Source: an optimization exercise on an open RTL-to-GDS flow (aim: small area). Production flows keep margins and buffers that such runs may drop.
At most, simulation tests tie the RTL to the original design; equivalence was not proved.
No functional check of the RTL was part of run 1.
Power figures rest on the tool's default switching activity, not on a simulated workload.

### design/flow/design.v
`timescale 1ns/1ps
package cc_ctrl_pkg;
  localparam logic REG_RW = 1'b0;
  localparam logic REG_RO = 1'b1;
  localparam logic [2:0] S_IDLE      = 3'd0;
  localparam logic [2:0] S_WR_ACCESS = 3'd1;   
  localparam logic [2:0] S_WR_RESP   = 3'd2;
  localparam logic [2:0] S_RD_ACCESS = 3'd3;   
  localparam logic [2:0] S_RD_RESP   = 3'd4;
  localparam logic [1:0] RESP_OKAY   = 2'b00;
  localparam logic [1:0] RESP_SLVERR = 2'b10;
  function automatic logic reg_access_of(input logic [5-1:0] idx);
    logic acc;
    case (idx)
      4, 5, 6,
      7, 8, 9:     acc = REG_RW;
      16, 17,
      18, 19,
      20, 21:         acc = REG_RW;
      default:                                      acc = REG_RO;
    endcase
    reg_access_of = acc;
  endfunction
endpackage
`timescale 1ns/1ps
module cc_axil_slave (
  input  logic                      clk,
  input  logic                      rst_n,
  input  logic [8-1:0] awaddr,
  input  logic                      awvalid,
  output logic                      awready,
  input  logic [32-1:0] wdata,
  input  logic [3:0]                wstrb,
  input  logic                      wvalid,
  output logic                      wready,
  output logic                      bvalid,
  input  logic                      bready,
  output logic [1:0]                bresp,
  input  logic [8-1:0] araddr,
  input  logic                      arvalid,
  output logic                      arready,
  output logic                      rvalid,
  input  logic                      rready,
  output logic [1:0]                rresp,
  output logic [32-1:0] rdata,
  output logic                      bus_wr,      
  output logic                      bus_rd,      
  output logic [5-1:0]  bus_idx,     
  output logic [16-1:0]      bus_wdata,
  output logic [1:0]                bus_be,
  input  logic [16-1:0]      bus_rdata    
);
  logic acc_q, resp_q, wr_q;
  logic idle;
  assign idle    = !acc_q && !resp_q;
  assign awready = idle && awvalid && wvalid;
  assign wready  = awready;
  assign arready = idle && !awvalid && !wvalid;
  always_ff @(posedge clk or negedge rst_n) begin
    if (!rst_n) begin
      acc_q  <= 1'b0;
      resp_q <= 1'b0;
      wr_q   <= 1'b0;
    end else begin
      acc_q  <= awready || (arready && arvalid);
      resp_q <= acc_q || (resp_q && !(wr_q ? bready : rready));
      if (idle) wr_q <= awvalid && wvalid;
    end
  end
  always_ff @(posedge clk) begin
    if (idle) bus_idx <= (awvalid && wvalid) ? awaddr[5+1:2] : araddr[5+1:2];
  end
  always_ff @(posedge clk) begin
    bus_wdata <= wdata[16-1:0];
    bus_be    <= wstrb[1:0];
  end
  assign bus_wr = acc_q && wr_q;
  assign bus_rd = acc_q && !wr_q;
  assign bvalid = resp_q && wr_q;
  assign bresp  = (cc_ctrl_pkg::reg_access_of(bus_idx) == cc_ctrl_pkg::REG_RW)
                  ? cc_ctrl_pkg::RESP_OKAY : cc_ctrl_pkg::RESP_SLVERR;
  assign rvalid = resp_q && !wr_q;
  assign rresp  = cc_ctrl_pkg::RESP_OKAY;
  assign rdata  = {{(32-16){1'b0}}, bus_rdata};
endmodule
`timescale 1ns/1ps
module cc_register_file (
  input  logic                     clk,
  input  logic                     rst_n,
  input  logic                     bus_wr,      
  input  logic [5-1:0] bus_idx,
  input  logic [16-1:0]     bus_wdata,
  input  logic [1:0]               bus_be,
  input  logic [3:0]               status,      
  output logic [16-1:0]     bus_rdata,   
  output logic [11:0][15:0]        regs         
);
  function automatic logic [5-1:0] idx_of(input int k);
    idx_of = (k < 6) ? 5'(k + 4) : 5'(k - 6 + 16);
  endfunction
  for (genvar k = 0; k < 12; k++) begin : g_reg
    logic sel;
    assign sel = bus_wr && (bus_idx == idx_of(k));
    always_ff @(posedge clk or negedge rst_n) begin
      if (!rst_n) begin
        regs[k] <= '0;
      end else begin
        if (sel && bus_be[0]) regs[k][7:0]  <= bus_wdata[7:0];    
        if (sel && bus_be[1]) regs[k][15:8] <= bus_wdata[15:8];   
      end
    end
  end
  logic [11:0] rsel;
  logic        id_sel, st_sel;
  for (genvar k = 0; k < 12; k++) begin : g_rsel
    assign rsel[k] = (bus_idx == idx_of(k));
  end
  assign id_sel = (bus_idx == 0);
  assign st_sel = (bus_idx[4:2] == 3'b000) && (bus_idx[1:0] != 2'b00);
  always_comb begin
    bus_rdata = ({16{id_sel}} & 16'h4343) | {12'b0, {4{st_sel}} & status};
    for (int k = 0; k < 12; k++) begin
      bus_rdata = bus_rdata | ({16{rsel[k]}} & regs[k]);
    end
  end
endmodule
`timescale 1ns/1ps
module cc_scan_timing (
  input  logic        clk,
  input  logic        rst_n,
  input  logic        enable,    
  output logic [3:0]  x,
  output logic [2:0]  y,
  output logic        hblank,
  output logic        vblank
);
  always_ff @(posedge clk or negedge rst_n) begin
    if (!rst_n) begin
      x <= '0;
      y <= '0;
    end else if (!enable) begin
      x <= '0;
      y <= '0;
    end else begin
      x <= x + 4'd1;
      if (&x) y <= y + 3'd1;
    end
  end
  assign hblank = x[3] & x[2];
  assign vblank = y[2] & y[1];
endmodule
`timescale 1ns/1ps
module cc_ctrl_top (
  input  logic                      clk,
  input  logic                      rst_n,
  input  logic [8-1:0] awaddr,
  input  logic                      awvalid,
  output logic                      awready,
  input  logic [32-1:0] wdata,
  input  logic [3:0]                wstrb,
  input  logic                      wvalid,
  output logic                      wready,
  output logic                      bvalid,
  input  logic                      bready,
  output logic [1:0]                bresp,
  input  logic [8-1:0] araddr,
  input  logic                      arvalid,
  output logic                      arready,
  output logic                      rvalid,
  input  logic                      rready,
  output logic [1:0]                rresp,
  output logic [32-1:0] rdata,
  output logic [15:0]               mode_ctrl,
  output logic [15:0]               mem_ctrl,
  output logic [15:0]               output_ctrl,
  output logic [15:0]               sprite_z,
  output logic [15:0]               scroll_x,
  output logic [15:0]               scroll_y,
  output logic [15:0]               tile_ctrl0,
  output logic [15:0]               tile_data_offset,
  output logic [15:0]               tile_nop_value,
  output logic [15:0]               tile_color_key,
  output logic [15:0]               tile_offset_x,
  output logic [15:0]               tile_offset_y,
  output logic [15:0]               scan_x,
  output logic [15:0]               scan_y,
  output logic                      hblank,
  output logic                      vblank
);
  logic                     bus_wr, bus_rd;
  logic [5-1:0] bus_idx;
  logic [16-1:0]     bus_wdata, bus_rdata;
  logic [1:0]               bus_be;
  logic [11:0][15:0]        regs;
  logic [3:0]               x;
  logic [2:0]               y;
  logic [3:0]               status_q;
  cc_axil_slave u_axil (
    .clk, .rst_n,
    .awaddr, .awvalid, .awready, .wdata, .wstrb, .wvalid, .wready,
    .bvalid, .bready, .bresp,
    .araddr, .arvalid, .arready, .rvalid, .rready, .rresp, .rdata,
    .bus_wr, .bus_rd, .bus_idx, .bus_wdata, .bus_be, .bus_rdata
  );
  cc_register_file u_regs (
    .clk, .rst_n,
    .bus_wr, .bus_idx, .bus_wdata, .bus_be,
    .status (status_q),
    .bus_rdata, .regs
  );
  cc_scan_timing u_scan (
    .clk, .rst_n,
    .enable (regs[2][0]),   
    .x, .y, .hblank, .vblank
  );
  always_ff @(posedge clk) begin
    if (bus_rd) begin
      case (bus_idx[1:0])
        2'd2:    status_q <= x;
        2'd3:    status_q <= {1'b0, y};
        default: status_q <= {2'b0, hblank, vblank};
      endcase
    end
  end
  assign mode_ctrl        = regs[0];
  assign mem_ctrl         = regs[1];
  assign output_ctrl      = regs[2];
  assign sprite_z         = regs[3];
  assign scroll_x         = regs[4];
  assign scroll_y         = regs[5];
  assign tile_ctrl0       = regs[6];
  assign tile_data_offset = regs[7];
  assign tile_nop_value   = regs[8];
  assign tile_color_key   = regs[9];
  assign tile_offset_x    = regs[10];
  assign tile_offset_y    = regs[11];
  assign scan_x           = {12'b0, x};
  assign scan_y           = {13'b0, y};
endmodule
### design/flow/flow/run.sh
#!/bin/bash
# Layout flow: the standard layout (standard.sh) with these changes
#  - synthesis maps logic with an area-oriented abc script (flow/synth.tcl, flow/area_map.abc);
#    everything else in synthesis, including flip-flop mapping and naming, is the standard script
#  - every port is still buffered, with sky130_fd_sc_hd__buf_1 instead of the default choice
#  - constant outputs share one tie cell instead of one tie cell each
#  - clock tree built from clkbuf_4/clkbuf_8 with larger sink clusters and no dummy loads
set -euo pipefail
here=$(pwd)
export AREA_MAP_ABC="$here/flow/area_map.abc"
bash standard.sh \
  "SYNTH_SCRIPT=$here/flow/synth.tcl" \
  "BUFFER_PORTS_ARGS=-buffer_cell sky130_fd_sc_hd__buf_1" \
  "SKIP_REPAIR_TIE_FANOUT=1" \
  "CTS_ARGS=-sink_clustering_enable -repair_clock_nets -dont_use_dummy_load -buf_list {sky130_fd_sc_hd__clkbuf_4 sky130_fd_sc_hd__clkbuf_8} -sink_clustering_size 16 -sink_clustering_max_diameter 60" \
  finish > "$here/standard_flow.log" 2>&1
### design/flow/flow/area_map.abc
strash
dc2
dch -f
map -a
### design/flow/flow/synth.tcl
# The standard synthesis script (synth_recipe.tcl) with one change: abc maps the logic with
# flow/area_map.abc, an area-oriented script, instead of ORFS's abc_area.script.
proc synth {args} { yosys synth -nofsm -noshare {*}$args }
proc abc {args} {
  set i [lsearch -exact $args -script]
  if { $i >= 0 } { lset args [expr {$i + 1}] $::env(AREA_MAP_ABC) }
  yosys abc {*}$args
}
source $::env(SCRIPTS_DIR)/synth.tcl
# left out here: clear keep_hierarchy, flatten, clean up, hide names made inside functions, write 1_2_yosys.v
### design/flow/standard.sh
#!/bin/bash
# synth_recipe.tcl (not shown) runs the flow's synth.tcl, then flattens the netlist and writes it again
# the make line also repeats each setting of config.mk as NAME=value (left out here)
make -C /OpenROAD-flow-scripts/flow DESIGN_CONFIG=/design/flow/config.mk WORK_HOME=/design/flow/orfs CLKGATE_MAP_FILE= SYNTH_SCRIPT=/design/flow/synth_recipe.tcl "${@:-finish}"
### design/flow/config.mk
export PLATFORM = sky130hd
export DESIGN_NAME = cc_ctrl_top
export DESIGN_NICKNAME = cc_ctrl_top
export VERILOG_FILES = /design/flow/design.v
export SDC_FILE = /design/flow/constraint.sdc
export NUM_CORES = 4
export LEC_CHECK = 0
export ABC_AREA = 1
export CAP_MARGIN = 20
export CORE_MARGIN = 2
export CORE_UTILIZATION = 40
export PLACE_DENSITY = 0.6
export SLEW_MARGIN = 20
### design/flow/constraint.sdc
create_clock -name core_clock -period 4.0 [get_ports {clk}]
set_input_delay 0.8000 -clock core_clock [delete_from_list [all_inputs] [get_ports {clk}]]
set_output_delay 0.8000 -clock core_clock [all_outputs]
set_load 0.01 [all_outputs]
==> notes.md, run 1 <==
run status timing/DRC/antenna clean; synthesized area per cell roughly 9.8 sq um; FF+latch count, synth between 200 and 250; CTS tree yes; antenna violations before repair 1; synth unique cells 26; switching power approximately 1700 uW; htree depth 1; Setup Buffers After CTS 0; sw frac between 30% and 40%; Detailed Route WL 33.7 mm; full die area around 0.025 sq mm; Critical Path Source Type register; average wire length per cell after detail routing about 22 um; Finish-stage setup viols 0; proportion of synthesized chip area in sequential cells between 60 and 70%; maximum VDD drop approximately 0.00023 V; largest stage delay on the critical path 0.56 ns; layout cells sized above 1 5.90%; post-synthesis cell type with the largest combined area dfrtp_1; arrival time of data at the critical path endpoint 3.02 ns; total internal power 3310 uW; cts bufs inserted 21; clock latency on the worst-skew pair 0.54 ns; Worst-Margin Slew slightly below 0.9 ns; setup slack on the worst flop-to-flop path about 0.85 ns; core area roughly 0.023 sq mm; number of global-route vias before repair between 7000 and 8000; Final #Nets around 1300; synthesis-to-layout area growth 16.5%; most frequent CP cell clkinv_1; synthesized netlist cell count 964; post-synthesis xor/xnor area fraction less than 1%; Inst Count DP roughly 1500; first-pass GRT wire length between 40 and 50 mm; total global routing track utilization between 20% and 30%; clock root cell clkbuf_8; post-route clock period utilization 95.5%; area after detailed placement 0.0107 sq mm; Max Slew Vio Count 0; post-synthesis compound-gate area fraction ~20%; sinks on the clock net between 200 and 250; hold_buf cts 0; maximum number of pins on one net before global-route repair roughly 120; Starting Density between 40% and 50%; Post-Route Skew between 0.04 and 0.05 ns; clock edge transition at the registers on the reported setup and hold paths about 0.10 ns; post-layout power 4990 uW; Max Cap Violations 0; min cycle time layout 3.82 ns; required arrival time at the worst endpoint 3.20 ns; Bufs on Longest Clock Path 3; worst min path class in2reg; Slew Limit Headroom about two fifths; maximum fanout encountered on the critical timing path 9; cells along the critical path clkinv_1 -> nor2_1 -> clkinv_1 -> nor2_2 -> buf_4 -> a221oi_1 -> nand4_1 -> buf_1; crit path kind reg2out; share of Yosys cell area claimed by the top area cell type around 53%; total iterations of the first detailed-routing run 6; die span in x 158 um; Via density roughly 5.4; maximum operating frequency 262 MHz; number of warnings printed during yosys synthesis 4; adder and majority gate portion of the synthesized area 0.264%; Logic pwr share 20.0%; count of placed standard cells in the final layout, fillers left out between 1500 and 2000; Placement Rows between 50 and 60; relative contribution of sequential cells to total power between 50% and 60%; worst hold-check slack between 0.3 and 0.4 ns; Static Leak about 0.0046 uW; Final Cell Area about 0.011 sq mm; number of hold violations in the final report 0; overall die height about 160 um; Routability Congestion about 0.83; post-synthesis simple-gate area fraction between 10% and 20%; slowest cell on the critical path nor2_2; detailed-route DRC error count 0; num ports roughly 330; ratio of total power to cell area approximately 450 mW/mm^2; ranking of synthesized cells by area dfrtp_1, o21ai_0, nand2_1, dfxtp_1, buf_4; overall via count from detail_route 8347; portion of netlist area occupied by mux cells less than 1%; count of nets left with antenna violations after detail routing 0; unrepaired setup endpoints after global routing no; combinational family with the most area after synthesis compound AO/OA/AOI/OAI gates; 1st-iter DRT viols 797; TNS Setup 0 ns; port bufs between 200 and 300; total congestion overflow after global routing 0; CP Capture Type primary output; Clock power frac between 20% and 30%; mapped cell area about 0.0095 sq mm; Synthesized Nets ~1000; cts repair resizes 0; half-perimeter wire length after placement roughly 23 mm
[flip-flops by register name (all words and copies together) (netlist names), named ones only]
name              flops
u_scan.y              3
u_axil.bus_idx        5
u_axil.resp_q         1
u_axil.bus_wdata     16
u_axil.bus_be         2
u_scan.x              4
u_axil.wr_q           1
u_regs.regs         192
status_q              4
u_axil.acc_q          1
[stage by stage]
step | util [%] | setup slack (ns)
finish | 47.3 | 0.181
global route | 47.3 | 0.0206
detailed placement | 46.0 | 0.693
CTS | 47.3 | 0.105
global placement | 46.0 | 0.756
floorplan | - | 0.821
[critical path, delay by kind of cell (launching register included)]
| family | cells | cell delay (ns) |
|---|---|---|
| compound gates | 1 | 0.11 |
| simple gates | 3 | 1.09 |
| buf+inv | 4 | 0.91 |
| flops | 1 | 0.39 |
[final timing paths]
kind	startpoint	cells after the start	endpoint
worst min-delay path	wdata[11]	1	u_axil.bus_wdata[11]
min in group asynchronous	rst_n	2	u_regs.regs[135]
max in group asynchronous	rst_n	2	u_regs.regs[158]
worst min register to register	u_regs.regs[93]	2	u_regs.regs[93]
worst max register to register	u_axil.bus_idx[1]	7	u_regs.regs[49]
worst max-delay path	u_axil.bus_idx[1]	8	rdata[13]
[synth_stat cells]
cell / n
nor2_1: 37
xnor2_1: 1
o22ai_1: 1
nand4_1: 16
nor3_1: 3
mux2i_1: 1
a211oi_1: 5
buf_4: 47
nor3b_1: 1
ha_1: 2
a21oi_1: 13
a32o_1: 12
nand3_1: 25
dfrtp_1: 202
conb_1: 1
nand2_1: 228
edfxtp_1: 9
and3_2: 1
a22oi_1: 39
o21ai_0: 205
a22o_2: 12
o221ai_1: 1
dfxtp_1: 19
a221oi_1: 25
o21a_1: 1
clkinv_1: 57
[kinds of logic (layout without fill, tap and decap cells)]
| family | after synthesis | in the layout |
|---|---|---|
| AO/OA/AOI/OAI | 314 | 314 |
| AND/OR/NAND/NOR | 311 | 311 |
| flip-flops | 230 | 230 |
| buffers and inverters | 104 | 361 |
| adder cells (fa/ha/maj) | 2 | 2 |
| other | 1 | 2 |
| XOR/XNOR | 1 | 1 |
| multiplexers | 1 | 1 |
[area by class of cell]
| type | instances | area, sq um |
|---|---|---|
| flip-flops and latches | 230 | 5710 |
| multi-input cells | 630 | 3240 |
| inverters | 57 | 214 |
| diodes | 1 | 2.50 |
| clock buffers | 21 | 289 |
| repair buffers | 283 | 1190 |
| well taps | 319 | 399 |
| fillers | 2307 | 12300 |
[per-layer routing]
metal / part of all wire (%) / up-vias / global-route usage [%]
met5: 0 / - / 0
met3: 8.7 / 64 / 5.34
met2: 45 / 384 / 39.8
met4: 3.3 / 0 / 9.00
li1: - / 3875 / -
met1: 43 / 4024 / 38.3
[placed cells by master (no fill, tap or decap), drive strengths merged, types with 2 or more instances in the layout]
master  netlist  final
a211oi        5      5
a21oi        13     13
a221oi       25     25
a22o         12     12
a22oi        39     39
a32o         12     12
buf          47    282
clkbuf        0     22
clkinv       57     57
dfrtp       202    202
dfxtp        19     19
edfxtp        9      9
ha            2      2
nand2       228    228
nand3        25     25
nand4        16     16
nor2         37     37
nor3          3      3
o21ai       205    205
[power groups by stage]
stage | sequential (uW) | combinational (uW) | clock (uW)
6_report | 2750 | 999 | 1240
5_1_grt | 2780 | 1110 | 1330
4_1_cts | 2750 | 1000 | 1260
3_5_place_dp | 2800 | 998 | 0
3_3_place_gp | 2790 | 981 | 0
2_1_floorplan | 2840 | 458 | 0
==> run 2, diff against run 1 <==
--- a/design/flow/design.v
+++ b/design/flow/design.v
@@ -10,16 +10,11 @@
   localparam logic [1:0] RESP_OKAY   = 2'b00;
   localparam logic [1:0] RESP_SLVERR = 2'b10;
   function automatic logic reg_access_of(input logic [5-1:0] idx);
-    logic acc;
-    case (idx)
-      4, 5, 6,
-      7, 8, 9:     acc = REG_RW;
-      16, 17,
-      18, 19,
-      20, 21:         acc = REG_RW;
-      default:                                      acc = REG_RO;
-    endcase
-    reg_access_of = acc;
+    logic rw;
+    rw = (idx[4:3] == 2'b00 &&  idx[2])                     
+      || (idx[4:1] == 4'b0100)                              
+      || (idx[4:3] == 2'b10 && !(idx[2] && idx[1]));        
+    reg_access_of = rw ? REG_RW : REG_RO;
   endfunction
 endpackage
 `timescale 1ns/1ps
==> notes.md, run 2 <==
Via density 5.38 (was 5.42); count of nets left with antenna violations after detail routing 0 (unchanged); synthesized area per cell 9.78 sq um (was 9.83 sq um); maximum number of pins on one net before global-route repair 77 (was 115); max FFs per register 192 (unchanged); synthesized netlist cell count 961 (was 964); FF+latch count, synth 229 (was 230); Max Slew Vio Count 0 (unchanged); min cycle time layout 3.64 ns (was 3.82 ns); Routability Congestion 0.852 (was 0.829); relative contribution of sequential cells to total power 55.5% (was 55.2%); commonest cells in the synthesized netlist nand2_1, o21ai_0, dfrtp_1 (unchanged); layout cells sized above 1 5.64% (was 5.90%); share of Yosys cell area claimed by the top area cell type 53.8% (was 53.4%); Logic pwr share 19.3% (was 20.0%); port bufs 257 (unchanged); antenna diode instance count 0 (was 1); top register by number of flip-flops u_regs.regs (unchanged); mapped cell area 0.00940 sq mm (was 0.00947 sq mm); number of warnings printed during yosys synthesis 4 (unchanged); Bufs on Longest Clock Path 3 (unchanged); core area 0.0233 sq mm (about the same); overall die height 157 um (was 158 um); maximum fanout encountered on the critical timing path 6 (was 9); hold_buf cts 0 (unchanged); proportion of synthesized chip area in sequential cells 60.5% (was 60.2%); synth unique cells 25 (was 26); antenna violations before repair 0 (was 1); htree depth 1 (unchanged); die span in x 157 um (was 158 um); sinks on the clock net 229 (was 230); arrival time of data at the critical path endpoint 2.84 ns (was 3.02 ns); Starting Density 40.4% (was 40.6%); Setup Buffers After CTS 0 (unchanged); most frequent cell after synthesis nand2_1 (unchanged); cts bufs inserted 22 (was 21); ranking of synthesized cells by area dfrtp_1, o21ai_0, nand2_1, a22oi_1, dfxtp_1 (was dfrtp_1, o21ai_0, nand2_1, dfxtp_1, buf_4); overall via count from detail_route 8300 (was 8347); average wire length per cell after detail routing 21.6 um (was 21.9 um); num ports 326 (unchanged); required arrival time at the worst endpoint 3.20 ns (about the same); Post-synth top flop dfrtp_1 (unchanged); clock root cell clkbuf_8 (unchanged); number of global-route vias before repair 7657 (was 7687); ratio of total power to cell area 451 mW/mm^2 (was 452 mW/mm^2); total internal power 3310 uW (about the same); CTS tree yes (unchanged); post-route clock period utilization 91.1% (was 95.5%); fraction of registers with async set/reset 88.2% (was 87.8%); Worst-Margin Slew 0.919 ns (was 0.878 ns); Clock power frac 25.2% (was 24.8%); unrepaired setup endpoints after global routing no (unchanged); number of hold violations in the final report 0 (unchanged); worst min path class in2reg (unchanged); Max Cap Violations 0 (unchanged); setup slack at placement 0.881 ns (was 0.693 ns); half-perimeter wire length after placement 22.6 mm (was 22.7 mm); total congestion overflow after global routing 0 (unchanged); Static Leak 0.00457 uW (was 0.00458 uW); first-pass GRT wire length 48.3 mm (was 48.9 mm); Slew Limit Headroom 38.6% (was 41.3%); clock edge transition at the registers on the reported setup and hold paths 0.11 ns (was 0.10 ns); largest registers ranked by flip-flop count u_regs.regs: 192 flops, u_axil.bus_wdata: 16 flops, u_axil.bus_idx: 5 flops (unchanged); maximum VDD drop 0.000253 V (was 0.000226 V); synthesis-to-layout area growth 17.2% (was 16.5%); crit path kind reg2out (unchanged); Finish-stage setup viols 0 (unchanged); smallest setup slack after layout 0.355 ns (was 0.181 ns); commonest non-fill, non-tap cell in the layout buf_1 (unchanged); Synthesized Nets 1022 (was 1025); clock latency on the worst-skew pair 0.56 ns (was 0.54 ns); number of flops mapped to enable cells by yosys 9 (unchanged); cts repair resizes 0 (unchanged); TNS Setup 0 ns (unchanged); post-synthesis cell type with the largest combined area dfrtp_1 (unchanged); sw frac 33.3% (was 33.6%); switching power 1650 uW (was 1680 uW); Critical Path Source Type register (unchanged); total iterations of the first detailed-routing run 6 (unchanged); Post-Route Skew 0.0709 ns (was 0.0407 ns); maximum operating frequency 274 MHz (was 262 MHz); 1st-iter DRT viols 705 (was 797); Placement Rows 56 (unchanged); full die area 0.0247 sq mm (was 0.0249 sq mm); Detailed Route WL 33.4 mm (was 33.7 mm); Final #Nets 1286 (was 1284); run status timing/DRC/antenna clean (unchanged); detailed-route DRC error count 0 (unchanged); CP Capture Type primary output (unchanged); commonest cells after routing, fill and taps aside buf_1, nand2_1, o21ai_0 (unchanged); total global routing track utilization 26.2% (was 26.5%)
run 2: final timing paths:
kind | to | slack [ns] | from | cells after the start
max in group asynchronous | u_scan.y[0] | 2.68 | rst_n | 2
min in group asynchronous | u_regs.regs[153] | 0.36 | rst_n | 1
setup reg to reg | u_regs.regs[164] | 0.97 | u_axil.bus_idx[1] | 8
hold reg to reg | u_regs.regs[10] | 0.51 | u_regs.regs[10] | 2
setup / recovery | rdata[7] | 0.36 | u_axil.bus_idx[1] | 10
hold / removal | u_axil.bus_wdata[13] | 0.32 | wdata[13] | 1
run 2: area by class of cell:
class	instances	area, sq um
clock buffer	22	303
fill	2335	12200
inverter	58	218
multi-input combinational	628	3190
sequential	229	5690
tap	319	399
timing repair buffer	286	1220
run 2: kinds of logic after synthesis:
| group | count (synthesis) | synth area share (%) |
|---|---|---|
| buffers and inverters | 104 | 5.99 |
| other | 1 | 0.0399 |
| adder cells (fa/ha/maj) | 2 | 0.266 |
| flip-flops | 229 | 60.5 |
| AO/OA/AOI/OAI | 309 | 19.8 |
| AND/OR/NAND/NOR | 316 | 13.5 |
run 2: per-stage QoR:
step,area (sq um),std cells,hold WS (ns),power [uW],util (%)
after global placement,10700,1520,0.491,3730,46.1
after detailed placement,10700,1520,0.497,3750,46.1
final,11000,1542,0.324,4970,47.4
after floorplan,9400,961,0.504,3250,-
after global routing,11000,1542,0.316,5200,47.4
after CTS,11000,1542,0.310,4980,47.4
run 2: worst max-delay path: stages (launching register included):
cell and delay [ns]:
edfxtp_1 0.42, nor2_1 0.13, buf_4 0.20, clkinv_1 0.18
nor2_2 0.51, buf_4 0.29, buf_4 0.15, a22oi_1 0.08
o2111a_1 0.15, nand4_1 0.09, buf_1 0.16
run 2: per-layer routing:
| layer | share of wire (%) | GRT usage (%) | routed length [um] |
|---|---|---|---|
| met4 | 3.0 | 8.27 | 1020 |
| met3 | 8.6 | 5.34 | 2880 |
| met1 | 43 | 37.3 | 14300 |
| met5 | 0 | 0 | 0 |
| met2 | 46 | 40.3 | 15200 |
run 2: power by group through the flow:
stage	sequential, uW	clock, uW	combinational [uW]
floorplan	2830	0	416
global placement	2790	0	939
detailed placement	2800	0	956
CTS	2750	1270	959
global route	2780	1360	1050
finish	2760	1250	958
==> run 3, diff against run 2 <==
--- a/design/flow/design.v
+++ b/design/flow/design.v
@@ -43,7 +43,8 @@
   output logic [5-1:0]  bus_idx,     
   output logic [16-1:0]      bus_wdata,
   output logic [1:0]                bus_be,
-  input  logic [16-1:0]      bus_rdata    
+  input  logic [16-1:0]      bus_rdata,   
+  input  logic [3:0]                status       
 );
   logic acc_q, resp_q, wr_q;
   logic idle;
@@ -66,8 +67,9 @@
     if (idle) bus_idx <= (awvalid && wvalid) ? awaddr[5+1:2] : araddr[5+1:2];
   end
   always_ff @(posedge clk) begin
-    bus_wdata <= wdata[16-1:0];
-    bus_be    <= wstrb[1:0];
+    if (!rvalid) bus_wdata[3:0] <= bus_rd ? status : wdata[3:0];
+    bus_wdata[16-1:4] <= wdata[16-1:4];
+    bus_be <= wstrb[1:0];
   end
   assign bus_wr = acc_q && wr_q;
   assign bus_rd = acc_q && !wr_q;
@@ -112,12 +114,29 @@
   end
   assign id_sel = (bus_idx == 0);
   assign st_sel = (bus_idx[4:2] == 3'b000) && (bus_idx[1:0] != 2'b00);
-  always_comb begin
-    bus_rdata = ({16{id_sel}} & 16'h4343) | {12'b0, {4{st_sel}} & status};
-    for (int k = 0; k < 12; k++) begin
-      bus_rdata = bus_rdata | ({16{rsel[k]}} & regs[k]);
-    end
-  end
+  localparam logic [16-1:0] ID_VALUE = 16'h4343;
+  logic [16-1:0] status_w;
+  assign status_w = {12'b0, status};
+  for (genvar i = 0; i < 16; i++) begin : g_rbit
+    logic [3:0] grp_n;   
+    for (genvar g = 0; g < 4; g++) begin : g_grp
+      cc_rd_aoi3 u_aoi (
+        .sel ({rsel[3*g+2], rsel[3*g+1], rsel[3*g]}),
+        .val ({regs[3*g+2][i], regs[3*g+1][i], regs[3*g][i]}),
+        .y_n (grp_n[g])
+      );
+    end
+    assign bus_rdata[i] = !(&grp_n)
+                          || (id_sel && ID_VALUE[i])
+                          || (st_sel && status_w[i]);
+  end
+endmodule
+module cc_rd_aoi3 (
+  input  logic [2:0] sel,
+  input  logic [2:0] val,
+  output logic       y_n
+);
+  assign y_n = !(|(sel & val));
 endmodule
 `timescale 1ns/1ps
 module cc_scan_timing (
@@ -189,18 +208,18 @@
   logic [11:0][15:0]        regs;
   logic [3:0]               x;
   logic [2:0]               y;
-  logic [3:0]               status_q;
+  logic [3:0]               status;
   cc_axil_slave u_axil (
     .clk, .rst_n,
     .awaddr, .awvalid, .awready, .wdata, .wstrb, .wvalid, .wready,
     .bvalid, .bready, .bresp,
     .araddr, .arvalid, .arready, .rvalid, .rready, .rresp, .rdata,
-    .bus_wr, .bus_rd, .bus_idx, .bus_wdata, .bus_be, .bus_rdata
+    .bus_wr, .bus_rd, .bus_idx, .bus_wdata, .bus_be, .bus_rdata, .status
   );
   cc_register_file u_regs (
     .clk, .rst_n,
     .bus_wr, .bus_idx, .bus_wdata, .bus_be,
-    .status (status_q),
+    .status (bus_wdata[3:0]),   
     .bus_rdata, .regs
   );
   cc_scan_timing u_scan (
@@ -208,14 +227,12 @@
     .enable (regs[2][0]),   
     .x, .y, .hblank, .vblank
   );
-  always_ff @(posedge clk) begin
-    if (bus_rd) begin
-      case (bus_idx[1:0])
-        2'd2:    status_q <= x;
-        2'd3:    status_q <= {1'b0, y};
-        default: status_q <= {2'b0, hblank, vblank};
-      endcase
-    end
+  always_comb begin
+    case (bus_idx[1:0])
+      2'd2:    status = x;
+      2'd3:    status = {1'b0, y};
+      default: status = {2'b0, hblank, vblank};
+    endcase
   end
   assign mode_ctrl        = regs[0];
   assign mem_ctrl         = regs[1];
==> design/flow/flow/run.sh (replaced) <==
#!/bin/bash
# Layout flow: the standard layout (standard.sh) with these changes
#  - synthesis maps logic with area-oriented abc scripts (flow/synth.tcl); the read-mux module
#    cc_rd_aoi3 is kept whole through mapping, then flattened like the rest; flip-flop mapping
#    and naming are the standard script's
#  - every port is still buffered, with sky130_fd_sc_hd__buf_1 instead of the default choice
#  - constant outputs share one tie cell instead of one tie cell each
#  - clock tree built from clkbuf_4/clkbuf_8 with larger sink clusters and no dummy loads
set -euo pipefail
here=$(pwd)
export AREA_MAP_ABC="$here/flow/area_map.abc"
export AOI_MAP_ABC="$here/flow/aoi_map.abc"
bash standard.sh \
  "SYNTH_SCRIPT=$here/flow/synth.tcl" \
  "SYNTH_KEEP_MODULES=cc_rd_aoi3" \
  "BUFFER_PORTS_ARGS=-buffer_cell sky130_fd_sc_hd__buf_1" \
  "SKIP_REPAIR_TIE_FANOUT=1" \
  "CTS_ARGS=-sink_clustering_enable -repair_clock_nets -dont_use_dummy_load -buf_list {sky130_fd_sc_hd__clkbuf_4 sky130_fd_sc_hd__clkbuf_8} -sink_clustering_size 16 -sink_clustering_max_diameter 60" \
  finish > "$here/standard_flow.log" 2>&1
==> design/flow/flow/aoi_map.abc (new file) <==
strash
dch
amap
==> design/flow/flow/synth.tcl (replaced) <==
# The standard synthesis script (synth_recipe.tcl) with one change: abc maps the logic with
# area-oriented scripts instead of ORFS's abc_area.script. The read-mux cells (module
# cc_rd_aoi3, kept as its own module until the flatten below) are mapped first with
# flow/aoi_map.abc, the rest with flow/area_map.abc. Flip-flop mapping and naming are unchanged.
proc synth {args} { yosys synth -nofsm -noshare {*}$args }
proc abc {args} {
  set i [lsearch -exact $args -script]
  if { $i >= 0 } {
    set aoi_args $args
    lset aoi_args [expr {$i + 1}] $::env(AOI_MAP_ABC)
    yosys abc {*}$aoi_args cc_rd_aoi3
    lset args [expr {$i + 1}] $::env(AREA_MAP_ABC)
  }
  yosys abc {*}$args
}
source $::env(SCRIPTS_DIR)/synth.tcl
# left out here: clear keep_hierarchy, flatten, clean up, hide names made inside functions, write 1_2_yosys.v
==> notes.md, run 3 <==
num ports 326 (unchanged); port bufs 257 (unchanged); total iterations of the first detailed-routing run 8 (was 6); number of flops mapped to enable cells by yosys 9 (unchanged); area after detailed placement 0.0103 sq mm (was 0.0107 sq mm); post-route clock period utilization 93.3% (was 91.1%); clock edge transition at the registers on the reported setup and hold paths 0.10 ns (was 0.11 ns); ratio of total power to cell area 462 mW/mm^2 (was 451 mW/mm^2); Worst-Margin Slew 0.840 ns (was 0.919 ns); crit path kind reg2out (unchanged); worst reg-to-reg path cell count 6 (was 8); detailed-route DRC error count 0 (unchanged); most frequent cell after synthesis nand2_1 (unchanged); Synthesized Nets 964 (was 1022); adder and majority gate portion of the synthesized area 0.274% (was 0.266%); Detailed Route WL 30.4 mm (was 33.4 mm); min cycle time layout 3.73 ns (was 3.64 ns); 1st-iter DRT viols 770 (was 705); post-synthesis xor/xnor area fraction 0% (unchanged); number of global-route vias before repair 7708 (was 7657); proportion of synthesized chip area in sequential cells 61.4% (was 60.5%); mapped cell area 0.00913 sq mm (was 0.00940 sq mm); die span in x 155 um (was 157 um); Static Leak 0.00443 uW (was 0.00457 uW); Placement Rows 55 (was 56); combinational family with the most area after synthesis compound AO/OA/AOI/OAI gates (unchanged); Critical Path Source Type register (unchanged); post-synthesis cell type with the largest combined area dfrtp_1 (unchanged); crit path to rdata[6] (was rdata[7]); first-pass GRT wire length 46.4 mm (was 48.3 mm); hold_buf cts 0 (unchanged); post-synthesis compound-gate area fraction 19.2% (was 19.8%); core area 0.0225 sq mm (was 0.0233 sq mm); r2r endpoint u_regs.regs[28] (was u_regs.regs[164]); synthesis-to-layout area growth 16.5% (was 17.2%); maximum operating frequency 268 MHz (was 274 MHz); synthesized area per cell 10.1 sq um (was 9.78 sq um); maximum number of pins on one net before global-route repair 139 (was 77); commonest cells in the synthesized netlist nand2_1, dfrtp_1, o21ai_0 (was nand2_1, o21ai_0, dfrtp_1); cts bufs inserted 21 (was 22); Max Cap Violations 0 (unchanged); number of fillers in the final layout 2204 (was 2335); largest registers ranked by flip-flop count u_regs.regs: 192 flops, u_axil.bus_wdata: 16 flops, u_axil.bus_idx: 5 flops (unchanged); post-synthesis simple-gate area fraction 13.3% (was 13.5%); CTS tree yes (unchanged); Final #Nets 1221 (was 1286); setup slack on the worst flop-to-flop path 1.16 ns (was 0.97 ns); number of hold violations in the final report 0 (unchanged); full die area 0.0240 sq mm (was 0.0247 sq mm); overall die height 155 um (was 157 um); synth unique cells 22 (was 25); sinks on the clock net 225 (was 229); worst setup path startpoint u_axil.bus_idx[0] (was u_axil.bus_idx[1]); portion of netlist area occupied by mux cells 0% (unchanged); ranking of synthesized cells by area dfrtp_1, o21ai_0, nand2_1, a222oi_1, buf_4 (was dfrtp_1, o21ai_0, nand2_1, a22oi_1, dfxtp_1); overall via count from detail_route 8003 (was 8300); maximum VDD drop 0.000303 V (was 0.000253 V); max FFs per register 192 (unchanged); reg-to-reg startpoint u_axil.bus_idx[4] (was u_axil.bus_idx[1]); total global routing track utilization 25.1% (was 26.2%); Finish-stage setup viols 0 (unchanged); layout cells sized above 1 5.27% (was 5.64%); run status timing/DRC/antenna clean (unchanged); required arrival time at the worst endpoint 3.20 ns (about the same); arrival time of data at the critical path endpoint 2.93 ns (was 2.84 ns); share of Yosys cell area claimed by the top area cell type 55.4% (was 53.8%); clock latency on the worst-skew pair 0.54 ns (was 0.56 ns); half-perimeter wire length after placement 22.1 mm (was 22.6 mm); antenna violations before repair 1 (was 0); commonest non-fill, non-tap cell in the layout buf_1 (unchanged); Bufs on Longest Clock Path 3 (unchanged); CP Capture Type primary output (unchanged); average wire length per cell after detail routing 21.1 um (was 21.6 um); commonest cells after routing, fill and taps aside buf_1, nand2_1, dfrtp_1 (was buf_1, nand2_1, o21ai_0); Max Slew Vio Count 0 (unchanged); total congestion overflow after global routing 0 (unchanged); fraction of registers with async set/reset 89.8% (was 88.2%); htree depth 1 (unchanged); unrepaired setup endpoints after global routing no (unchanged); count of nets left with antenna violations after detail routing 0 (unchanged); maximum fanout encountered on the critical timing path 12 (was 6); Final Cell Area 0.0106 sq mm (was 0.0110 sq mm); top register by number of flip-flops u_regs.regs (unchanged); Post-Route Skew 0.0540 ns (was 0.0709 ns); Slew Limit Headroom 44.0% (was 38.6%); Post-synth top flop dfrtp_1 (unchanged); Starting Density 40.6% (was 40.4%); Routability Congestion 0.826 (was 0.852); TNS Setup 0 ns (unchanged); FF+latch count, synth 225 (was 229); clock root cell clkbuf_8 (unchanged); Via density 5.54 (was 5.38); synthesized netlist cell count 903 (was 961); worst min path class in2async (was in2reg); number of warnings printed during yosys synthesis 4 (unchanged)
## run 3: cells by family after synthesis
| group | after synthesis |
|---|---|
| buffers and inverters | 94 |
| adders and majority gates | 2 |
| other | 1 |
| AOI/OAI and AO/OA | 282 |
| and+or+nand+nor | 299 |
| DFF | 225 |
## run 3: critical path, cell delays in order, from the launching register on
cell and delay (ns):
edfxtp_1 0.41, clkinv_1 0.17, nor2_1 0.30, clkinv_1 0.21
nor2_2 0.34, buf_4 0.29, a222oi_1 0.13, and3_2 0.23
nand3_1 0.08, buf_1 0.23
## run 3: how the worst min path moves through the flow
stage	startpoint	slack (ns)	to	cells past startpoint
2_1_floorplan	rst_n	0.50	u_axil.acc_q	0
3_3_place_gp	u_regs.regs[168]	0.49	u_regs.regs[168]	2
3_5_place_dp	u_regs.regs[41]	0.49	u_regs.regs[41]	2
4_1_cts	wdata[5]	0.32	u_axil.bus_wdata[5]	1
5_1_grt	wdata[10]	0.31	u_axil.bus_wdata[10]	1
6_report	rst_n	0.34	u_regs.regs[165]	2
## run 3: layout make-up
cell class	instances	area, sq um	share of cell area [%]
Antenna cell	1	2.50	0.0235
Clock buffer	21	289	2.72
Inverter	48	180	1.70
Multi-Input combinational cell	584	3040	28.6
Sequential cell	225	5610	52.7
Tap cell	285	357	3.36
Timing Repair Buffer	280	1150	10.9
## run 3: modules after synthesis, one instance, submodules excluded
| module | cells | flops+latches |
|---|---|---|
| cc_rd_aoi3 | 1 | 0 |
| cc_ctrl_top | 839 | 225 |
## run 3: through the flow
step | worst slack (ns) | std cells | hold slack [ns] | util, % | power, uW
final | 0.269 | 1444 | 0.343 | 47.2 | 4910
after global routing | 0.0465 | 1444 | 0.313 | 47.2 | 5170
after CTS | 0.167 | 1443 | 0.316 | 47.2 | 4950
after detailed placement | 0.757 | 1422 | 0.493 | 45.9 | 3750
after global placement | 0.769 | 1422 | 0.490 | 45.9 | 3730
after floorplan | 1.17 | 903 | 0.504 | - | 3260
## run 3: routing by layer
layer  vias up  global-route usage (%)  routed length [um]
met5         -                       0                   0
li1       3718                       -                   -
met1      3857                    32.3               12100
met2       370                    42.2               14500
met4         0                    7.50                 989
met3        58                    6.16                2830
## run 3: timing repair
action	CTS	global route
endpoints found under the setup margin	0	7
resized for setup	0	3
buffers inserted	0	0
## run 3: power by group
group	switching [uW]	total, uW	internal, uW
sequential	211	2740	2530
clock	735	1200	469
combinational	707	964	258
total	1650	4910	3260
==> run 4, diff against run 3 <==
--- a/design/flow/config.mk
+++ b/design/flow/config.mk
@@ -8,6 +8,6 @@
 export ABC_AREA = 1
 export CAP_MARGIN = 20
 export CORE_MARGIN = 2
-export CORE_UTILIZATION = 40
-export PLACE_DENSITY = 0.6
+export CORE_UTILIZATION = 75
+export PLACE_DENSITY = 0.85
 export SLEW_MARGIN = 20
==> notes.md, run 4 <==
fraction of registers with async set/reset 89.8% (unchanged); TNS Setup 0 ns (unchanged); synthesized netlist cell count 903 (unchanged); core area 0.0120 sq mm (was 0.0225 sq mm); Detailed Route WL 28.0 mm (was 30.4 mm); post-synthesis cell type with the largest combined area dfrtp_1 (unchanged); post-route clock period utilization 86.9% (was 93.3%); synthesized area per cell 10.1 sq um (unchanged); min cycle time layout 3.48 ns (was 3.73 ns); setup slack on the worst flop-to-flop path 1.38 ns (was 1.16 ns); Static Leak 0.00438 uW (was 0.00443 uW); cts bufs inserted 18 (was 21); top register by number of flip-flops u_regs.regs (unchanged); synthesis-to-layout area growth 13.3% (was 16.5%); share of Yosys cell area claimed by the top area cell type 55.4% (unchanged); Logic pwr share 19.6% (about the same); count of nets left with antenna violations after detail routing 0 (unchanged); largest registers ranked by flip-flop count u_regs.regs: 192 flops, u_axil.bus_wdata: 16 flops, u_axil.bus_idx: 5 flops (unchanged); clock root cell clkbuf_8 (unchanged); 1st-iter DRT viols 1484 (was 770); sinks on the clock net 225 (unchanged); Finish-stage setup viols 0 (unchanged); total internal power 3190 uW (was 3260 uW); Clock power frac 22.9% (was 24.5%); crit path kind reg2out (unchanged); ratio of total power to cell area 461 mW/mm^2 (was 462 mW/mm^2); Bufs on Longest Clock Path 3 (unchanged); total global routing track utilization 42.8% (was 25.1%); Met3 Wirelength 3.48 mm (was 2.83 mm); commonest non-fill, non-tap cell in the layout buf_1 (unchanged); num ports 326 (unchanged); Met1 Wirelength 9.87 mm (was 12.1 mm); Max Slew Vio Count 0 (unchanged); Worst-Margin Slew 0.719 ns (was 0.840 ns); Max Cap Violations 0 (unchanged); Post-synth top flop dfrtp_1 (unchanged); port bufs 257 (unchanged); number of hold violations in the final report 0 (unchanged); area used by multi-input combinational logic 0.00300 sq mm (was 0.00304 sq mm); ranking of synthesized cells by area dfrtp_1, o21ai_0, nand2_1, a222oi_1, buf_4 (unchanged); most frequent cell after synthesis nand2_1 (unchanged); CP Capture Type primary output (unchanged); maximum fanout encountered on the critical timing path 18 (was 12); number of warnings printed during yosys synthesis 4 (unchanged); proportion of synthesized chip area in sequential cells 61.4% (unchanged); run status timing/DRC/antenna clean (unchanged); antenna diode instance count 0 (was 1); overall die height 114 um (was 155 um); maximum operating frequency 288 MHz (was 268 MHz); die span in x 114 um (was 155 um); footprint of the flip-flops and latches 0.00561 sq mm (unchanged); overall via count from detail_route 8539 (was 8003); number of flops mapped to enable cells by yosys 9 (unchanged); switching power 1580 uW (was 1650 uW); hold_buf cts 0 (unchanged); maximum number of pins on one net before global-route repair 97 (was 139); number of fillers in the final layout 654 (was 2204); Synthesized Nets 964 (unchanged); max FFs per register 192 (unchanged); clock latency on the worst-skew pair 0.51 ns (was 0.54 ns); average wire length per cell after detail routing 21.6 um (was 21.1 um); antenna violations before repair 0 (was 1); cts repair resizes 0 (unchanged); maximum VDD drop 0.000377 V (was 0.000303 V); commonest cells in the synthesized netlist nand2_1, dfrtp_1, o21ai_0 (unchanged); Routed met2 length 13.0 mm (was 14.5 mm); htree depth 1 (unchanged); Setup Buffers After CTS 0 (unchanged); Placement Rows 40 (was 55); setup slack at placement 1.15 ns (was 0.757 ns); detailed-route DRC error count 0 (unchanged); mapped cell area 0.00913 sq mm (unchanged); clock edge transition at the registers on the reported setup and hold paths 0.10 ns (about the same); commonest cells after routing, fill and taps aside buf_1, nand2_1, dfrtp_1 (unchanged); smallest setup slack after layout 0.523 ns (was 0.269 ns); relative contribution of sequential cells to total power 57.5% (was 55.8%); Starting Density 76.3% (was 40.6%); layout cells sized above 1 3.57% (was 5.27%); first-pass GRT wire length 42.8 mm (was 46.4 mm); Routability Congestion 0.930 (was 0.826); worst min path class in2async (unchanged); Via density 6.58 (was 5.54); CTS tree yes (unchanged); Slew Limit Headroom 51.6% (was 44.0%); required arrival time at the worst endpoint 3.20 ns (about the same); Top Metal Used met4 (unchanged); sw frac 33.1% (was 33.6%); unrepaired setup endpoints after global routing no (unchanged); FF+latch count, synth 225 (unchanged); total iterations of the first detailed-routing run 8 (unchanged); Critical Path Source Type register (unchanged); number of global-route vias before repair 7853 (was 7708); half-perimeter wire length after placement 19.7 mm (was 22.1 mm); synth unique cells 22 (unchanged); arrival time of data at the critical path endpoint 2.68 ns (was 2.93 ns); post-layout power 4760 uW (was 4910 uW); full die area 0.0131 sq mm (was 0.0240 sq mm); Post-Route Skew 0.0697 ns (was 0.0540 ns); total congestion overflow after global routing 0 (unchanged); Final #Nets 1213 (was 1221)
run 4: cell count changes in the layout (fill, tap and decap cells not counted), sizes merged:
cell,change
buf,-5
clkbuf,-3
diode,-1
run 4: path summary, 6_finish.rpt:
check,startpoint,endpoint,depth (start not counted)
max in group asynchronous,rst_n,u_regs.regs[137],2
worst min-delay path,rst_n,u_regs.regs[37],1
min in group core_clock,wdata[10],u_axil.bus_wdata[10],1
worst max register to register,u_axil.bus_idx[1],u_regs.regs[93],5
worst max-delay path,u_axil.bus_idx[1],rdata[9],9
worst min register to register,u_regs.regs[77],u_regs.regs[77],2
run 4: stage by stage:
stage	cell area (sq um)	hold WS, ns	cells	util [%]
6_report	10300	0.335	1297	86.5
5_1_grt	10300	0.377	1297	86.5
4_1_cts	10300	0.342	1297	86.5
3_5_place_dp	10100	0.493	1279	84.4
3_3_place_gp	10100	0.487	1279	84.4
2_1_floorplan	9130	0.504	903	-
run 4: worst max-delay path, cell delays in order, from the launching register on:
cell and delay, ns:
edfxtp_1 0.43, clkinv_1 0.17, nor2_1 0.30, clkinv_1 0.15, nor2_1 0.14, buf_4 0.27, a222oi_1 0.20, and3_2 0.23
nand3_1 0.10, buf_1 0.17
run 4: logic make-up (layout without fill, tap and decap cells):
group,after synthesis,count (layout),synth area share [%]
buf+inv,94,341,5.76
flops,225,225,61.4
compound gates,282,282,19.2
other cells,1,1,0.0411
simple gates,299,299,13.3
fa+ha+maj,2,2,0.274
run 4: area by class of cell:
class                      instances  share of cell area (%)
multi-input combinational        584                    29.0
timing repair buffer             275                    10.9
tap                              147                    1.78
clock buffer                      18                    2.40
inverter                          48                    1.74
sequential                       225                    54.2
run 4: power by group through the flow:
stage / combinational (uW) / clock (uW) / sequential (uW)
2_1_floorplan: 443 / 0 / 2820
3_3_place_gp: 883 / 0 / 2760
3_5_place_dp: 911 / 0 / 2770
4_1_cts: 916 / 1080 / 2730
5_1_grt: 1030 / 1150 / 2760
6_report: 933 / 1090 / 2740
run 4: Yosys stat by module (local to each module, per instance):
module	flip-flops and latches	cell area, sq um
cc_ctrl_top	225	8490
cc_rd_aoi3	0	10.0
run 4: per-layer routing:
metal | vias to the layer above | global-route usage, %
met5 | - | 0
met4 | 0 | 20.8
met3 | 114 | 9.26
met2 | 690 | 67.5
met1 | 4033 | 57.7
li1 | 3702 | -
==> run 5, diff against run 4 <==
==> design/flow/flow/run.sh (replaced) <==
#!/bin/bash
# Layout flow: the standard layout (standard.sh) with these changes
#  - synthesis maps logic with area-oriented abc scripts (flow/synth.tcl); the read-mux module
#    cc_rd_aoi3 is kept whole through mapping, then flattened like the rest; flip-flop mapping
#    and naming are the standard script's
#  - every port is still buffered, with sky130_fd_sc_hd__buf_1 instead of the default choice
#  - constant outputs share one tie cell instead of one tie cell each
#  - clock tree from clkbuf_4 leaf buffers (clkbuf_8 above them), no dummy loads
set -euo pipefail
here=$(pwd)
export AREA_MAP_ABC="$here/flow/area_map.abc"
export AOI_MAP_ABC="$here/flow/aoi_map.abc"
bash standard.sh \
  "SYNTH_SCRIPT=$here/flow/synth.tcl" \
  "SYNTH_KEEP_MODULES=cc_rd_aoi3" \
  "BUFFER_PORTS_ARGS=-buffer_cell sky130_fd_sc_hd__buf_1" \
  "SKIP_REPAIR_TIE_FANOUT=1" \
  "CTS_ARGS=-sink_clustering_enable -repair_clock_nets -dont_use_dummy_load -buf_list {sky130_fd_sc_hd__clkbuf_4 sky130_fd_sc_hd__clkbuf_8} -sink_clustering_buffer sky130_fd_sc_hd__clkbuf_4 -sink_clustering_size 11 -sink_clustering_max_diameter 45" \
  finish > "$here/standard_flow.log" 2>&1
==> notes.md, run 5 <==
run status timing/DRC/antenna clean (unchanged); reg-to-reg startpoint u_axil.bus_idx[1] (unchanged); number of hold violations in the final report 0 (unchanged); number of global-route vias before repair 7860 (was 7853); TNS Setup 0 ns (unchanged); r2r endpoint u_regs.regs[86] (was u_regs.regs[93]); antenna diode instance count 0 (unchanged); total congestion overflow after global routing 0 (unchanged); mapped cell area 0.00913 sq mm (unchanged); clock root cell clkbuf_8 (unchanged); full die area 0.0131 sq mm (unchanged); num ports 326 (unchanged); combinational family with the most area after synthesis compound AO/OA/AOI/OAI gates (unchanged); Clock power frac 21.6% (was 22.9%); post-synthesis cell type with the largest combined area dfrtp_1 (unchanged); clock edge transition at the registers on the reported setup and hold paths 0.12 ns (was 0.10 ns); Placement Rows 40 (unchanged); post-route clock period utilization 87.5% (was 86.9%); fraction of registers with async set/reset 89.8% (unchanged); Synthesized Nets 964 (unchanged); synthesized area per cell 10.1 sq um (unchanged); Post-Route Skew 0.0359 ns (was 0.0697 ns); Post-synth top flop dfrtp_1 (unchanged); total global routing track utilization 42.7% (was 42.8%); post-synthesis simple-gate area fraction 13.3% (unchanged); unrepaired setup endpoints after global routing no (unchanged); max FFs per register 192 (unchanged); die span in x 114 um (unchanged); number of warnings printed during yosys synthesis 4 (unchanged); Max Slew Vio Count 0 (unchanged); min cycle time layout 3.50 ns (was 3.48 ns); detailed-route DRC error count 0 (unchanged); Starting Density 76.3% (unchanged); Routability Congestion 0.930 (unchanged); synthesized netlist cell count 903 (unchanged); CTS tree yes (unchanged); Final #Nets 1220 (was 1213); Critical Path Source Type register (unchanged); relative contribution of sequential cells to total power 58.5% (was 57.5%); setup slack at placement 1.15 ns (unchanged); required arrival time at the worst endpoint 3.20 ns (about the same); maximum VDD drop 0.000341 V (was 0.000377 V); most frequent cell after synthesis nand2_1 (unchanged); number of flops mapped to enable cells by yosys 9 (unchanged); proportion of synthesized chip area in sequential cells 61.4% (unchanged); 1st-iter DRT viols 1602 (was 1484); sinks on the clock net 225 (unchanged); delay-heaviest family, CP buffers and inverters (was simple AND/OR/NAND/NOR gates); crit path to rdata[9] (unchanged); largest registers ranked by flip-flop count u_regs.regs: 192 flops, u_axil.bus_wdata: 16 flops, u_axil.bus_idx: 5 flops (unchanged); synthesis-to-layout area growth 12.9% (was 13.3%); switching power 1570 uW (was 1580 uW); worst min path class in2async (unchanged); arrival time of data at the critical path endpoint 2.70 ns (was 2.68 ns); clock latency on the worst-skew pair 0.54 ns (was 0.51 ns); CP Capture Type primary output (unchanged); maximum fanout encountered on the critical timing path 18 (unchanged); ranking of synthesized cells by area dfrtp_1, o21ai_0, nand2_1, a222oi_1, buf_4 (unchanged); setup slack on the worst flop-to-flop path 1.45 ns (was 1.38 ns); total iterations of the first detailed-routing run 8 (unchanged); Max Cap Violations 0 (unchanged); crit path kind reg2out (unchanged); commonest cells after routing, fill and taps aside buf_1, nand2_1, dfrtp_1 (unchanged); port bufs 257 (unchanged); Worst-Margin Slew 0.734 ns (was 0.719 ns); Via density 6.53 (was 6.58); cells along the critical path clkinv_1 -> nor2_1 -> clkinv_1 -> nor2_1 -> buf_4 -> a222oi_1 -> and3_2 -> nand3_1 -> buf_1 (unchanged); area used by multi-input combinational logic 0.00300 sq mm (unchanged); post-synthesis compound-gate area fraction 19.2% (unchanged); Finish-stage setup viols 0 (unchanged); ratio of total power to cell area 454 mW/mm^2 (was 461 mW/mm^2); worst reg-to-reg path cell count 6 (was 5); hold_buf cts 0 (unchanged); Logic pwr share 19.9% (was 19.6%); htree depth 1 (unchanged); layout cells sized above 1 4.15% (was 3.57%); total internal power 3110 uW (was 3190 uW); Detailed Route WL 27.7 mm (was 28.0 mm); commonest cells in the synthesized netlist nand2_1, dfrtp_1, o21ai_0 (unchanged); sw frac 33.6% (was 33.1%); Critical Path Stages 9 (unchanged); buffers plus inverters on the worst setup path 4 (unchanged); top register by number of flip-flops u_regs.regs (unchanged); smallest setup slack after layout 0.501 ns (was 0.523 ns); antenna violations before repair 0 (unchanged); Setup Buffers After CTS 0 (unchanged); footprint of the flip-flops and latches 0.00561 sq mm (unchanged); half-perimeter wire length after placement 19.7 mm (unchanged); Slew Limit Headroom 51.0% (was 51.6%); cts bufs inserted 25 (was 18); synth unique cells 22 (unchanged); cts repair resizes 0 (unchanged); slowest cell on the critical path edfxtp_1 (unchanged); number of fillers in the final layout 666 (was 654); overall via count from detail_route 8515 (was 8539); count of nets left with antenna violations after detail routing 0 (unchanged); worst setup path startpoint u_axil.bus_idx[1] (unchanged); share of Yosys cell area claimed by the top area cell type 55.4% (unchanged); maximum operating frequency 286 MHz (was 288 MHz); core area 0.0120 sq mm (unchanged); largest stage delay on the critical path 0.43 ns (about the same); first-pass GRT wire length 42.8 mm (about the same); overall die height 114 um (unchanged); adder and majority gate portion of the synthesized area 0.274% (unchanged); FF+latch count, synth 225 (unchanged); commonest non-fill, non-tap cell in the layout buf_1 (unchanged); average wire length per cell after detail routing 21.3 um (was 21.6 um); portion of netlist area occupied by mux cells 0% (unchanged); Bufs on Longest Clock Path 3 (unchanged); maximum number of pins on one net before global-route repair 97 (unchanged); Static Leak 0.00438 uW (about the same); post-synthesis xor/xnor area fraction 0% (unchanged)
## run 5: cell counts after synthesis
No cell type changed its count.
## run 5: metal layers
layer | vias up | share of wire [%] | global-route usage (%)
met5 | - | 0 | 0
met4 | 0 | 6.5 | 19.5
met3 | 135 | 13 | 9.74
met2 | 715 | 45 | 66.3
met1 | 3952 | 35 | 58.7
li1 | 3713 | - | -
## run 5: cell families after synthesis
group	count (synthesis)
AND/OR/NAND/NOR	299
AO/OA/AOI/OAI	282
flip-flops	225
buffers and inverters	94
adder cells (fa/ha/maj)	2
other	1
## run 5: modules after synthesis (local to each module, per instance)
module	flip-flops and latches	copies in the design	area, sq um	cells inside
cc_ctrl_top	225	1	8490	839
cc_rd_aoi3	0	64	10.0	1
## run 5: worst min path at each step
stage | to | cells after the start | slack [ns]
after global routing | u_regs.regs[2] | 1 | 0.35
after floorplan | u_axil.acc_q | 0 | 0.50
after global placement | u_regs.regs[165] | 2 | 0.49
after detailed placement | u_regs.regs[117] | 2 | 0.49
final | u_regs.regs[2] | 1 | 0.30
after CTS | u_regs.regs[2] | 1 | 0.32
## run 5: area by class of cell
class	count	area share [%]
repair buffers	275	11.0
clock buffers	25	2.00
inverters	48	1.75
flip-flops and latches	225	54.4
well taps	147	1.79
multi-input cells	584	29.1
## run 5: power groups by stage
stage | sequential, uW | clock (uW) | combinational [uW]
final | 2740 | 1010 | 932
after floorplan | 2820 | 0 | 443
after global routing | 2760 | 1080 | 1030
after detailed placement | 2770 | 0 | 911
after CTS | 2730 | 1010 | 913
after global placement | 2760 | 0 | 883
## run 5: through the flow
stage	power, uW	std cells	util [%]	instance area, sq um	hold slack [ns]
detailed placement	3680	1279	84.4	10100	0.493
CTS	4650	1304	86.1	10300	0.315
global route	4870	1304	86.1	10300	0.345
floorplan	3260	903	-	9130	0.504
global placement	3640	1279	84.4	10100	0.487
finish	4680	1304	86.1	10300	0.303
==> run 6, diff against run 5 <==
--- a/design/flow/flow/run.sh
+++ b/design/flow/flow/run.sh
@@ -15,5 +15,5 @@
   "SYNTH_KEEP_MODULES=cc_rd_aoi3" \
   "BUFFER_PORTS_ARGS=-buffer_cell sky130_fd_sc_hd__buf_1" \
   "SKIP_REPAIR_TIE_FANOUT=1" \
-  "CTS_ARGS=-sink_clustering_enable -repair_clock_nets -dont_use_dummy_load -buf_list {sky130_fd_sc_hd__clkbuf_4 sky130_fd_sc_hd__clkbuf_8} -sink_clustering_buffer sky130_fd_sc_hd__clkbuf_4 -sink_clustering_size 11 -sink_clustering_max_diameter 45" \
+  "CTS_ARGS=-sink_clustering_enable -repair_clock_nets -dont_use_dummy_load -buf_list {sky130_fd_sc_hd__clkbuf_4 sky130_fd_sc_hd__clkbuf_8} -sink_clustering_buffer sky130_fd_sc_hd__clkbuf_4 -sink_clustering_size 10 -sink_clustering_max_diameter 40" \
   finish > "$here/standard_flow.log" 2>&1
==> notes.md, run 6 <==
maximum fanout encountered on the critical timing path 18 (unchanged); crit path kind reg2out (unchanged); Worst-Margin Slew 0.727 ns (was 0.734 ns); total global routing track utilization 42.8% (was 42.7%); TNS Setup 0 ns (unchanged); Final Cell Area 0.0103 sq mm (about the same); Detailed Route WL 27.8 mm (was 27.7 mm); synthesized area per cell 10.1 sq um (unchanged); Via density 6.56 (was 6.53); CTS tree yes (unchanged); Placement Rows 40 (unchanged); required arrival time at the worst endpoint 3.20 ns (about the same); number of global-route vias before repair 7857 (was 7860); CP Capture Type primary output (unchanged); worst min path class in2async (unchanged); post-synthesis compound-gate area fraction 19.2% (unchanged); combinational family with the most area after synthesis compound AO/OA/AOI/OAI gates (unchanged); count of nets left with antenna violations after detail routing 0 (unchanged); unrepaired setup endpoints after global routing no (unchanged); clock root cell clkbuf_8 (unchanged); Setup Buffers After CTS 0 (unchanged); Slew Limit Headroom 51.1% (was 51.0%); ranking of synthesized cells by area dfrtp_1, o21ai_0, nand2_1, a222oi_1, buf_4 (unchanged); die span in x 114 um (unchanged); synthesis-to-layout area growth 13.1% (was 12.9%); overall die height 114 um (unchanged); Post-Route Skew 0.0539 ns (was 0.0359 ns); slowest cell on the critical path edfxtp_1 (unchanged); largest stage delay on the critical path 0.41 ns (was 0.43 ns); setup slack at placement 1.15 ns (unchanged); number of warnings printed during yosys synthesis 4 (unchanged); most frequent cell after synthesis nand2_1 (unchanged); post-synthesis cell type with the largest combined area dfrtp_1 (unchanged); cells along the critical path clkinv_1 -> nor2_1 -> clkinv_1 -> nor2_1 -> buf_4 -> a222oi_1 -> and3_2 -> nand3_1 -> buf_1 (unchanged); antenna diode instance count 0 (unchanged); adder and majority gate portion of the synthesized area 0.274% (unchanged); Post-synth top flop dfrtp_1 (unchanged); number of fillers in the final layout 670 (was 666); port bufs 257 (unchanged); commonest non-fill, non-tap cell in the layout buf_1 (unchanged); clock latency on the worst-skew pair 0.54 ns (about the same); detailed-route DRC error count 0 (unchanged); portion of netlist area occupied by mux cells 0% (unchanged); hold_buf cts 0 (unchanged); Max Cap Violations 0 (unchanged); commonest cells after routing, fill and taps aside buf_1, nand2_1, dfrtp_1 (unchanged); area after detailed placement 0.0101 sq mm (unchanged); maximum operating frequency 289 MHz (was 286 MHz); clock edge transition at the registers on the reported setup and hold paths 0.11 ns (was 0.12 ns); num ports 326 (unchanged); Final #Nets 1223 (was 1220); overall via count from detail_route 8580 (was 8515); post-route clock period utilization 86.6% (was 87.5%); 1st-iter DRT viols 1457 (was 1602); Routability Congestion 0.930 (unchanged); min cycle time layout 3.46 ns (was 3.50 ns); total iterations of the first detailed-routing run 8 (unchanged); arrival time of data at the critical path endpoint 2.66 ns (was 2.70 ns); cts bufs inserted 28 (was 25); fraction of registers with async set/reset 89.8% (unchanged); post-synthesis simple-gate area fraction 13.3% (unchanged); ratio of total power to cell area 458 mW/mm^2 (was 454 mW/mm^2); FF+latch count, synth 225 (unchanged); htree depth 1 (unchanged); post-synthesis xor/xnor area fraction 0% (unchanged); number of flops mapped to enable cells by yosys 9 (unchanged); Critical Path Source Type register (unchanged); smallest setup slack after layout 0.535 ns (was 0.501 ns); footprint of the flip-flops and latches 0.00561 sq mm (unchanged); maximum number of pins on one net before global-route repair 97 (unchanged); Synthesized Nets 964 (unchanged); Starting Density 76.3% (unchanged); total congestion overflow after global routing 0 (unchanged); share of Yosys cell area claimed by the top area cell type 55.4% (unchanged); synthesized netlist cell count 903 (unchanged); average wire length per cell after detail routing 21.3 um (about the same); sinks on the clock net 225 (unchanged); number of hold violations in the final report 0 (unchanged); max FFs per register 192 (unchanged); area used by multi-input combinational logic 0.00300 sq mm (unchanged); post-layout power 4730 uW (was 4680 uW); top register by number of flip-flops u_regs.regs (unchanged); commonest cells in the synthesized netlist nand2_1, dfrtp_1, o21ai_0 (unchanged); core area 0.0120 sq mm (unchanged); layout cells sized above 1 4.40% (was 4.15%); proportion of synthesized chip area in sequential cells 61.4% (unchanged); half-perimeter wire length after placement 19.7 mm (unchanged); cts repair resizes 0 (unchanged); run status timing/DRC/antenna clean (unchanged); largest registers ranked by flip-flop count u_regs.regs: 192 flops, u_axil.bus_wdata: 16 flops, u_axil.bus_idx: 5 flops (unchanged); buffers plus inverters on the worst setup path 4 (unchanged); full die area 0.0131 sq mm (unchanged); Max Slew Vio Count 0 (unchanged); mapped cell area 0.00913 sq mm (unchanged); delay-heaviest family, CP simple AND/OR/NAND/NOR gates (was buffers and inverters); Finish-stage setup viols 0 (unchanged); Bufs on Longest Clock Path 3 (unchanged); synth unique cells 22 (unchanged); antenna violations before repair 0 (unchanged); maximum VDD drop 0.000329 V (was 0.000341 V); first-pass GRT wire length 42.7 mm (was 42.8 mm); Static Leak 0.00439 uW (was 0.00438 uW)
[run 6: logic make-up (layout without fill, tap and decap cells)]
logic type      Yosys count  count (layout)
buf+inv                  94             351
other cells               1               1
compound gates          282             282
fa+ha+maj                 2               2
flops                   225             225
simple gates            299             299
[run 6: layout make-up]
cell class                      count  area share, %
Inverter                           48           1.75
Multi-Input combinational cell    584           29.0
Clock buffer                       28           2.22
Timing Repair Buffer              275           10.9
Tap cell                          147           1.78
Sequential cell                   225           54.3
[run 6: final timing paths]
path / from / endpoint / slack [ns] / cells after the start
setup / recovery: u_axil.bus_idx[0] / rdata[9] / 0.54 / 9
hold / removal: rst_n / u_regs.regs[2] / 0.30 / 1
setup reg to reg: u_axil.bus_idx[1] / u_regs.regs[86] / 1.44 / 6
hold reg to reg: u_regs.regs[117] / u_regs.regs[117] / 0.51 / 2
max in group asynchronous: rst_n / u_regs.regs[25] / 2.76 / 2
min in group core_clock: wdata[8] / u_axil.bus_wdata[8] / 0.35 / 1
[run 6: per-stage QoR]
| stage | std cells | util [%] | hold slack [ns] |
|---|---|---|---|
| floorplan | 903 | - | 0.504 |
| global placement | 1279 | 84.4 | 0.487 |
| detailed placement | 1279 | 84.4 | 0.493 |
| CTS | 1307 | 86.3 | 0.309 |
| global route | 1307 | 86.3 | 0.328 |
| finish | 1307 | 86.3 | 0.303 |
[run 6: worst reg2reg max path, stage by stage (launching register included)]
cell	delay (ns)
edfxtp_1	0.45
nor4_1	0.43
clkinv_1	0.17
nor4_1	0.58
nand2_1	0.53
nand2_1	0.19
o21ai_0	0.10
[run 6: power by group]
part	switching (uW)	leakage (uW)	internal, uW
sequential	206	0.00301	2530
combinational	684	0.00124	249
clock	695	0.000137	359
total	1590	0.00439	3140
[run 6: layer usage]
metal	part of all wire [%]	vias up	GRT usage (%)	wire, um
met5	0	-	0	0
li1	-	3735	-	-
met3	13	129	10.9	3540
met4	6.3	0	21.5	1740
met1	35	4026	57.0	9630
met2	46	690	66.7	12900
[run 6: modules after synthesis, one instance, submodules excluded]
module,flip-flops and latches,times used,cell area [sq um],cells
cc_ctrl_top,225,1,8490,839
cc_rd_aoi3,0,64,10.0,1

## static timing again, ports no longer ideal
The results above use ideal ports. As a check the final layouts listed here were re-extracted and re-timed, cells and wires unchanged. Step 1 assumes that a clkbuf_16 drives the clock port and a buf_2 every other input. Step 2 adds t to the input delays and takes it off the output delays; t is the mean of the earliest and latest rising clock arrival at the registers after step 1. Input paths then give back, and output paths get back, about the clock's delay inside the block. a / b / c = ideal ports / drivers / drivers and shift; a / b = the first two.
| run | shift t [ns] | slack for setup (ns) | worst register clock-pin slew, ns | pins driven straight from the clock port |
|---|---|---|---|---|
| run 1 | 0.566 | 0.181 / 0.138 / 0.704 | 0.11 / 0.11 | 1 |
| run 2 | 0.566 | 0.355 / 0.312 / 0.877 | 0.11 / 0.11 | 1 |
| run 3 | 0.550 | 0.269 / 0.231 / 0.781 | 0.10 / 0.10 | 1 |
| run 4 | 0.514 | 0.523 / 0.486 / 0.999 | 0.11 / 0.11 | 1 |
| run 5 | 0.553 | 0.501 / 0.467 / 1.020 | 0.12 / 0.12 | 1 |
| run 6 | 0.549 | 0.535 / 0.498 / 1.047 | 0.11 / 0.11 | 1 |
After both steps setup and hold are still met in every run listed.
